Context: an optimization exercise on an open-source flow, tuned for small area and few clock cycles. The choices shown serve that exercise and are no tape-out recipe. Only the layout flow was run in this run; the RTL was not checked for function there. Power and IR drop assume default switching activity.

### design/flow/design.v
package ihsp_pkg;
   localparam int unsigned PositionBitsDef = 16;
   localparam int unsigned LeadLen = 24;
   localparam int unsigned HdrLen = 12;
   localparam logic [7:0] MarkerPrefix = 8'hFF;
   localparam logic [7:0] SoiCode = 8'hD8;
   localparam logic [7:0] SofLoA = 8'hC0;
   localparam logic [7:0] SofHiA = 8'hC3;
   localparam logic [7:0] SofLoB = 8'hC9;
   localparam logic [7:0] SofHiB = 8'hCB;
   typedef enum logic [1:0] {
      PHASE_SCAN = 2'd0,
      PHASE_SOF  = 2'd1,
      PHASE_STOP = 2'd2
   } phase_type;
   typedef enum logic [1:0] {
      FMT_NONE = 2'd0,
      FMT_JPEG = 2'd1,
      FMT_GIF  = 2'd2,
      FMT_PNG  = 2'd3
   } format_type;
   typedef logic [LeadLen-1:0][7:0] lead_type;
   typedef struct packed {
      phase_type   phase;
      logic [15:0] height;
      logic [15:0] width;
   } jpeg_info_type;
   function automatic logic is_sof(logic [7:0] m);
      is_sof = ((m >= SofLoA) && (m <= SofHiA)) || ((m >= SofLoB) && (m <= SofHiB));
   endfunction
endpackage
module image_header_size_probe #(
   parameter int unsigned POSITION_BITS = ihsp_pkg::PositionBitsDef
) (
   input  logic        clock,
   input  logic        reset,
   input  logic        req_tvalid,
   output logic        req_tready,
   input  logic [7:0]  req_tdata,    
   input  logic        req_tlast,
   output logic        rsp_tvalid,
   input  logic        rsp_tready,
   output logic [63:0] rsp_tdata,    
   output logic [7:0]  rsp_tuser     
);
   localparam int unsigned LeadIdxBits = $clog2(ihsp_pkg::LeadLen);
   logic                     s1_valid_ff, s1_last_ff;
   logic [7:0]               s1_byte_ff;
   logic                     out_free, s1_fire, result_load;
   logic [POSITION_BITS-1:0] pos_ff, pos_in, pos_upd;
   logic                     pos_active, long_enough;
   logic [ihsp_pkg::LeadLen-1:0][7:0] lead_ff, lead_in;
   ihsp_pkg::jpeg_info_type  jpeg_info;
   assign out_free    = !rsp_tvalid || rsp_tready;
   assign s1_fire     = s1_valid_ff && (!s1_last_ff || out_free);
   assign req_tready  = !s1_valid_ff || s1_fire;
   assign result_load = s1_fire && s1_last_ff;
   always_comb begin
      pos_active  = (pos_ff != '1);
      pos_upd     = pos_active ? (pos_ff + POSITION_BITS'(1)) : pos_ff;
      pos_in      = s1_last_ff ? '0 : pos_upd;
      long_enough = (pos_upd >= POSITION_BITS'(ihsp_pkg::LeadLen));
      lead_in     = lead_ff;
      if (pos_active && (pos_ff < POSITION_BITS'(ihsp_pkg::LeadLen))) begin
         lead_in[pos_ff[LeadIdxBits-1:0]] = s1_byte_ff;
      end
   end
   always_ff @(posedge clock) begin
      if (reset) begin
         s1_valid_ff <= 1'b0;
         pos_ff      <= '0;
      end else begin
         if (req_tready) begin
            s1_valid_ff <= req_tvalid;
         end
         if (s1_fire) begin
            pos_ff <= pos_in;
         end
      end
      if (req_tvalid && req_tready) begin
         s1_byte_ff <= req_tdata;
         s1_last_ff <= req_tlast;
      end
      if (s1_fire) begin
         lead_ff <= lead_in;
      end
   end
   ihsp_jpeg_scan #(
      .POSITION_BITS(POSITION_BITS)
   ) u_scan (
      .clock      (clock),
      .reset      (reset),
      .fire       (s1_fire),
      .clear      (s1_last_ff),
      .pos_active (pos_active),
      .position   (pos_ff),
      .data_byte  (s1_byte_ff),
      .info       (jpeg_info)
   );
   ihsp_result_reg u_result (
      .clock       (clock),
      .reset       (reset),
      .load        (result_load),
      .long_enough (long_enough),
      .lead        (lead_in),
      .jpeg        (jpeg_info),
      .rsp_tvalid  (rsp_tvalid),
      .rsp_tready  (rsp_tready),
      .rsp_tdata   (rsp_tdata),
      .rsp_tuser   (rsp_tuser)
   );
endmodule
module ihsp_jpeg_scan #(
   parameter int unsigned POSITION_BITS = ihsp_pkg::PositionBitsDef
) (
   input  logic                      clock,
   input  logic                      reset,
   input  logic                      fire,
   input  logic                      clear,
   input  logic                      pos_active,
   input  logic [POSITION_BITS-1:0]  position,
   input  logic [7:0]                data_byte,
   output ihsp_pkg::jpeg_info_type   info
);
   localparam logic [POSITION_BITS-1:0] StartReset = POSITION_BITS'(2);
   logic [POSITION_BITS-1:0]             start_ff, start_in, start_upd;
   logic [ihsp_pkg::HdrLen-1:0][7:0]     hdr_ff, hdr_in, hdr_wr;
   ihsp_pkg::phase_type                  phase_ff, phase_in, phase_upd;
   logic [POSITION_BITS:0]               diff, sum;
   logic [16:0]                          hop;
   logic                                 in_window;
   logic [3:0]                           off, shift;
   logic [4:0]                           src;
   always_comb begin
      diff      = {1'b0, position} - {1'b0, start_ff};
      in_window = pos_active && (phase_ff == ihsp_pkg::PHASE_SCAN) &&
                  !diff[POSITION_BITS] &&
                  (diff[POSITION_BITS-1:0] < POSITION_BITS'(ihsp_pkg::HdrLen));
      off       = diff[3:0];
      hdr_wr    = hdr_ff;
      if (in_window) begin
         hdr_wr[off] = data_byte;
      end
      hop       = 17'd2 + {1'b0, hdr_wr[2], hdr_wr[3]};
      sum       = {1'b0, start_ff} + (POSITION_BITS+1)'(hop);
      shift     = hop[3:0];
      src       = 5'd0;
      phase_upd = phase_ff;
      start_upd = start_ff;
      hdr_in    = hdr_wr;
      if (in_window && (off == 4'(ihsp_pkg::HdrLen - 1))) begin
         if (hdr_wr[0] != ihsp_pkg::MarkerPrefix) begin
            phase_upd = ihsp_pkg::PHASE_STOP;
         end else if (ihsp_pkg::is_sof(hdr_wr[1])) begin
            phase_upd = ihsp_pkg::PHASE_SOF;
         end else begin
            start_upd = sum[POSITION_BITS] ? '1 : sum[POSITION_BITS-1:0];
            if (!sum[POSITION_BITS] && (hop < 17'(ihsp_pkg::HdrLen))) begin
               for (int i = 0; i < ihsp_pkg::HdrLen; i++) begin
                  src = 5'(i) + {1'b0, shift};
                  if (src < 5'(ihsp_pkg::HdrLen)) begin
                     hdr_in[i] = hdr_wr[src[3:0]];
                  end
               end
            end
         end
      end
      phase_in = clear ? ihsp_pkg::PHASE_SCAN : phase_upd;
      start_in = clear ? StartReset : start_upd;
   end
   always_ff @(posedge clock) begin
      if (reset) begin
         phase_ff <= ihsp_pkg::PHASE_SCAN;
         start_ff <= StartReset;
      end else if (fire) begin
         phase_ff <= phase_in;
         start_ff <= start_in;
      end
      if (fire) begin
         hdr_ff <= hdr_in;
      end
   end
   assign info.phase  = phase_upd;
   assign info.height = {hdr_wr[5], hdr_wr[6]};
   assign info.width  = {hdr_wr[7], hdr_wr[8]};
endmodule
module ihsp_result_reg (
   input  logic                    clock,
   input  logic                    reset,
   input  logic                    load,
   input  logic                    long_enough,
   input  logic [ihsp_pkg::LeadLen-1:0][7:0] lead,
   input  ihsp_pkg::jpeg_info_type jpeg,
   output logic                    rsp_tvalid,
   input  logic                    rsp_tready,
   output logic [63:0]             rsp_tdata,    
   output logic [7:0]              rsp_tuser     
);
   logic                 found_in, found_ff, valid_ff;
   ihsp_pkg::format_type fmt_in, fmt_ff;
   logic [31:0]          width_in, height_in, width_ff, height_ff;
   logic                 is_gif, is_png;
   always_comb begin
      is_gif = (lead[0] == 8'h47) && (lead[1] == 8'h49) && (lead[2] == 8'h46);
      is_png = (lead[0] == 8'h89) && (lead[1] == 8'h50) && (lead[2] == 8'h4E) &&
               (lead[3] == 8'h47) && (lead[4] == 8'h0D) && (lead[5] == 8'h0A) &&
               (lead[6] == 8'h1A) && (lead[7] == 8'h0A) && (lead[12] == 8'h49) &&
               (lead[13] == 8'h48) && (lead[14] == 8'h44) && (lead[15] == 8'h52);
      found_in  = 1'b0;
      fmt_in    = ihsp_pkg::FMT_NONE;
      width_in  = '0;
      height_in = '0;
      if (long_enough) begin
         if (lead[2] == ihsp_pkg::MarkerPrefix) begin
            if ((lead[0] == ihsp_pkg::MarkerPrefix) && (lead[1] == ihsp_pkg::SoiCode) &&
                (jpeg.phase == ihsp_pkg::PHASE_SOF)) begin
               found_in  = 1'b1;
               fmt_in    = ihsp_pkg::FMT_JPEG;
               width_in  = {16'd0, jpeg.width};
               height_in = {16'd0, jpeg.height};
            end
         end else if (is_gif) begin
            found_in  = 1'b1;
            fmt_in    = ihsp_pkg::FMT_GIF;
            width_in  = {16'd0, lead[7], lead[6]};
            height_in = {16'd0, lead[9], lead[8]};
         end else if (is_png) begin
            found_in  = 1'b1;
            fmt_in    = ihsp_pkg::FMT_PNG;
            width_in  = {lead[16], lead[17], lead[18], lead[19]};
            height_in = {lead[20], lead[21], lead[22], lead[23]};
         end
      end
   end
   always_ff @(posedge clock) begin
      if (reset) begin
         valid_ff <= 1'b0;
      end else if (load) begin
         valid_ff <= 1'b1;
      end else if (rsp_tready) begin
         valid_ff <= 1'b0;
      end
      if (load) begin
         found_ff  <= found_in;
         fmt_ff    <= fmt_in;
         width_ff  <= width_in;
         height_ff <= height_in;
      end
   end
   assign rsp_tvalid = valid_ff;
   assign rsp_tdata  = {height_ff, width_ff};
   assign rsp_tuser  = {5'd0, fmt_ff, found_ff};
endmodule
### design/flow/run.sh
#!/bin/bash
# synth_recipe.tcl (not shown) runs the flow's synth.tcl, then flattens the netlist and writes it again
# the make line also repeats each setting of config.mk as NAME=value (left out here)
make -C /OpenROAD-flow-scripts/flow DESIGN_CONFIG=/design/flow/config.mk WORK_HOME=/design/flow/orfs CLKGATE_MAP_FILE= SYNTH_SCRIPT=/design/flow/synth_recipe.tcl finish
### design/flow/config.mk
export PLATFORM = sky130hd
export DESIGN_NAME = image_header_size_probe
export DESIGN_NICKNAME = image_header_size_probe
export VERILOG_FILES = /design/flow/design.v
export SDC_FILE = /design/flow/constraint.sdc
export NUM_CORES = 4
export LEC_CHECK = 0
export CAP_MARGIN = 20
export CORE_MARGIN = 2
export CORE_UTILIZATION = 40
export SLEW_MARGIN = 20
### design/flow/constraint.sdc
create_clock -name core_clock -period 12.0 [get_ports {clock}]
set_input_delay 2.4000 -clock core_clock [delete_from_list [all_inputs] [get_ports {clock}]]
set_output_delay 2.4000 -clock core_clock [all_outputs]
set_load 0.01 [all_outputs]
==> impl_metrics.ini <==
[worst_setup_path]
required_ns = 12.32
cp_slowest_cell = nor2_1
worstSetupPathType = reg2reg
cp-end-kind = flip-flop
startpoint = pos_ff[0]$_SDFFE_PP0P_
cp.arrival_ns = 10.54
path_max_fanout = 15
max_stage_delay_ns = 0.88
rr_startpoint = pos_ff[0]$_SDFFE_PP0P_
start_kind = flip-flop

[timing]
tns_ns = 0
period_share = 0.851
fmax_mhz = 97.9
finalClockSkew_ns = 0.0475
hold_viol_final = 0
grt_setup_unrepaired = false
hold_slack_ns = 0.542
slew_violations = 0
worst_pin_slew_ns = 1.24
slew_headroom = 0.151
setup_viol = 0
min_period_ns = 10.22

[cts]
clk_pin_slew_ns = 0.06
postCtsResizedCells = 0
cts.path.max_buffers = 3
cts_tree = built
holdBufCountCts = 0
cts_buffers = 47
htreeDepth = 2
cts_root_buf = clkbuf_16
worst_skew_pair.late_latency_ns = 0.62
postCtsSetupRepairBufs = 0
clock_sinks = 384

[logic_synthesis]
netlist_area_um2 = 26400
netlist_instances = 2649
ys_warn_count = 3
async_reset_ff_frac = 0
yosysSeqAreaShare = 0.423
ys.flop_type = edfxtp_1
synth_edf_count = 348
yosys_register_bits = 384
ys_types = 88
synth_area_per_cell_um2 = 9.98

[global_route]
grt_max_degree = 135
use_met1 = 0.369
grt.overflow.total = 0
grt_antenna_before_repair = 4
grtUsageMet3 = 0.0548
grt_pass1_wl_um = 138000
busiest_layer = met2
met2_usage = 0.422
grt_pass1_vias = 20800
grt_use_total = 0.272

[placed_design]
placed_area_um2 = 28000
portBuffers = 81
place_inst = 3447
hpwl_um = 66300
gp_congestion = 1.03

[layout]
fin_area_um2 = 29500
antenna_cells = 0
drive_gt1_frac = 0.111
layout_common_cells = mux2i_1 (359), edfxtp_1 (348), nand2_1 (217)
mostFrequentLayoutCell = mux2i_1
nets = 2701
finalNonFillerCells = 3531
syn_to_final_growth_pct = 11.7

[die]
core_um2 = 65600
initial_core_util = 0.403
num_rows = 94
dieArea_um2 = 68100
io_pins = 87
die_h_um = 261
die_x_um = 261

[pwr]
power_density_nw_per_um2 = 114
p_total_mw = 3.38
ir_drop_mv = 0.110
leakage_nw = 11.3

[route]
drc = 0
first_iter_violations = 2763
firstDrtPassIters = 6
routedWlPerCell_um = 26.8
vias = 22100
via_per_inst = 6.25
wirelength_um = 94500
antenna_left = 0

[worst_hold_path]
hold_path_class = reg2reg
worstHoldStart = lead_ff[146]$_DFFE_PP_

[run_status]
status = no timing/DRC/antenna violations

[job]
max_cap_viol_count = 0
==> final timing paths <==
check	endpoint	slack (ns)	depth (start not counted)
worst max-delay path	u_scan.hdr_ff[61]$_DFFE_PP_	1.78	32
worst min-delay path	lead_ff[146]$_DFFE_PP_	0.54	2
worst max register to register	u_scan.hdr_ff[61]$_DFFE_PP_	1.78	32
worst min register to register	lead_ff[146]$_DFFE_PP_	0.54	2
==> metal layers <==
layer / share of wire / wire length (um)
met1: 0.42 / 39400
met3: 0.089 / 8370
met5: 0.00049 / 46
met2: 0.44 / 42000
met4: 0.049 / 4670
==> final cells by class <==
| class | count | area [um^2] |
|---|---|---|
| timing repair buffer | 132 | 1210 |
| clock inverter | 27 | 265 |
| inverter | 124 | 473 |
| fill | 6215 | 36100 |
| sequential | 384 | 11200 |
| clock buffer | 56 | 1210 |
| multi-input combinational | 1944 | 14100 |
| tap | 864 | 1080 |
==> per-stage QoR <==
stage                     setup WS [ns]  utilization
after global placement             2.33        0.426
after detailed placement           1.99        0.426
after CTS                          1.96        0.449
after floorplan                    2.19            -
after global routing               1.14        0.450
final                              1.78        0.450
==> critical path: cells and delay by family, from the launching register on <==
kind / cells / cell delay [ns]
DFF: 1 / 0.49
xor gates and xnor gates: 1 / 0.34
muxes: 1 / 0.20
adders and majority gates: 5 / 1.59
AOI/OAI and AO/OA: 10 / 2.41
and+or+nand+nor: 11 / 4.18
buffers and inverters: 4 / 0.74
==> Yosys cell counts, types with 32 or more instances <==
| library cell | number | area (um^2) |
|---|---|---|
| a2bb2oi_1 | 35 | 307 |
| ha_1 | 53 | 663 |
| o22ai_1 | 37 | 231 |
| a22oi_1 | 54 | 405 |
| nor2_1 | 155 | 582 |
| xnor2_1 | 34 | 298 |
| a21oi_1 | 193 | 966 |
| nor4_1 | 32 | 200 |
| edfxtp_1 | 348 | 10500 |
| nor3_1 | 58 | 290 |
| nand2_1 | 218 | 818 |
| o21ai_0 | 147 | 736 |
| nor2b_1 | 56 | 350 |
| clkbuf_1 | 156 | 586 |
| mux2i_1 | 359 | 3590 |
| dfxtp_1 | 36 | 721 |
| nand3_1 | 48 | 240 |
| inv_1 | 122 | 458 |
| mux2_2 | 107 | 1200 |
| a31oi_1 | 47 | 294 |
==> state kept, by name, summed over array words and instances, names as in the netlist <==
signal              flops
u_result.fmt_ff         2
s1_valid_ff             1
s1_byte_ff              8
u_scan.start_ff        16
lead_ff               176
u_result.height_ff     32
u_scan.hdr_ff          96
u_result.width_ff      32
u_result.found_ff       1
u_scan.phase_ff         2
u_result.valid_ff       1
pos_ff                 16
s1_last_ff              1
==> power by group <==
group / switching (mW) / internal (mW) / total [mW] / leakage [nW]
logic: 0.320 / 0.141 / 0.461 / 6.99
clock network: 0.602 / 0.787 / 1.39 / 0.713
registers: 0.0198 / 1.51 / 1.53 / 3.62
total: 0.942 / 2.43 / 3.38 / 11.3
==> kinds of logic (layout without fill, tap and decap cells) <==
logic type | count (synthesis) | in the layout | synth area share
buffers and inverters | 325 | 339 | 0.0485
AND/OR/NAND/NOR | 729 | 729 | 0.145
flip-flops | 384 | 384 | 0.423
other | 1 | 5 | 0.000142
AO/OA/AOI/OAI | 624 | 624 | 0.146
adder cells (fa/ha/maj) | 55 | 55 | 0.0266
XOR/XNOR | 47 | 47 | 0.0159
multiplexers | 484 | 484 | 0.195

[what the ideal ports hide]
The flow's constraints put no driver on any port. The routed layout listed below was extracted and timed again, unchanged, in two steps.
Step 1: set_driving_cell puts a clkbuf_16 on clock and a buf_2 on each other input, an assumption about the parent block.
Step 2 times the ports against the registers' clock, not the clock port: input delays grow and output delays shrink by t, the midpoint of the rising clock arrivals with the driver on.
Three values: ideal, step 1, step 2; two values: the first two.
t (ns): 0.664
slack for setup (ns): 1.783 / 1.783 / 1.783
worst hold slack (ns): 0.542 / 0.542 / 0.542
worst setup path at the end: register to register
slew at the worst register clock pin (ns): 0.06 / 0.06
After both steps setup and hold are still met in this run. The setup slack of this run moves by 0.000 ns with the drivers and by 0.000 ns with both steps.
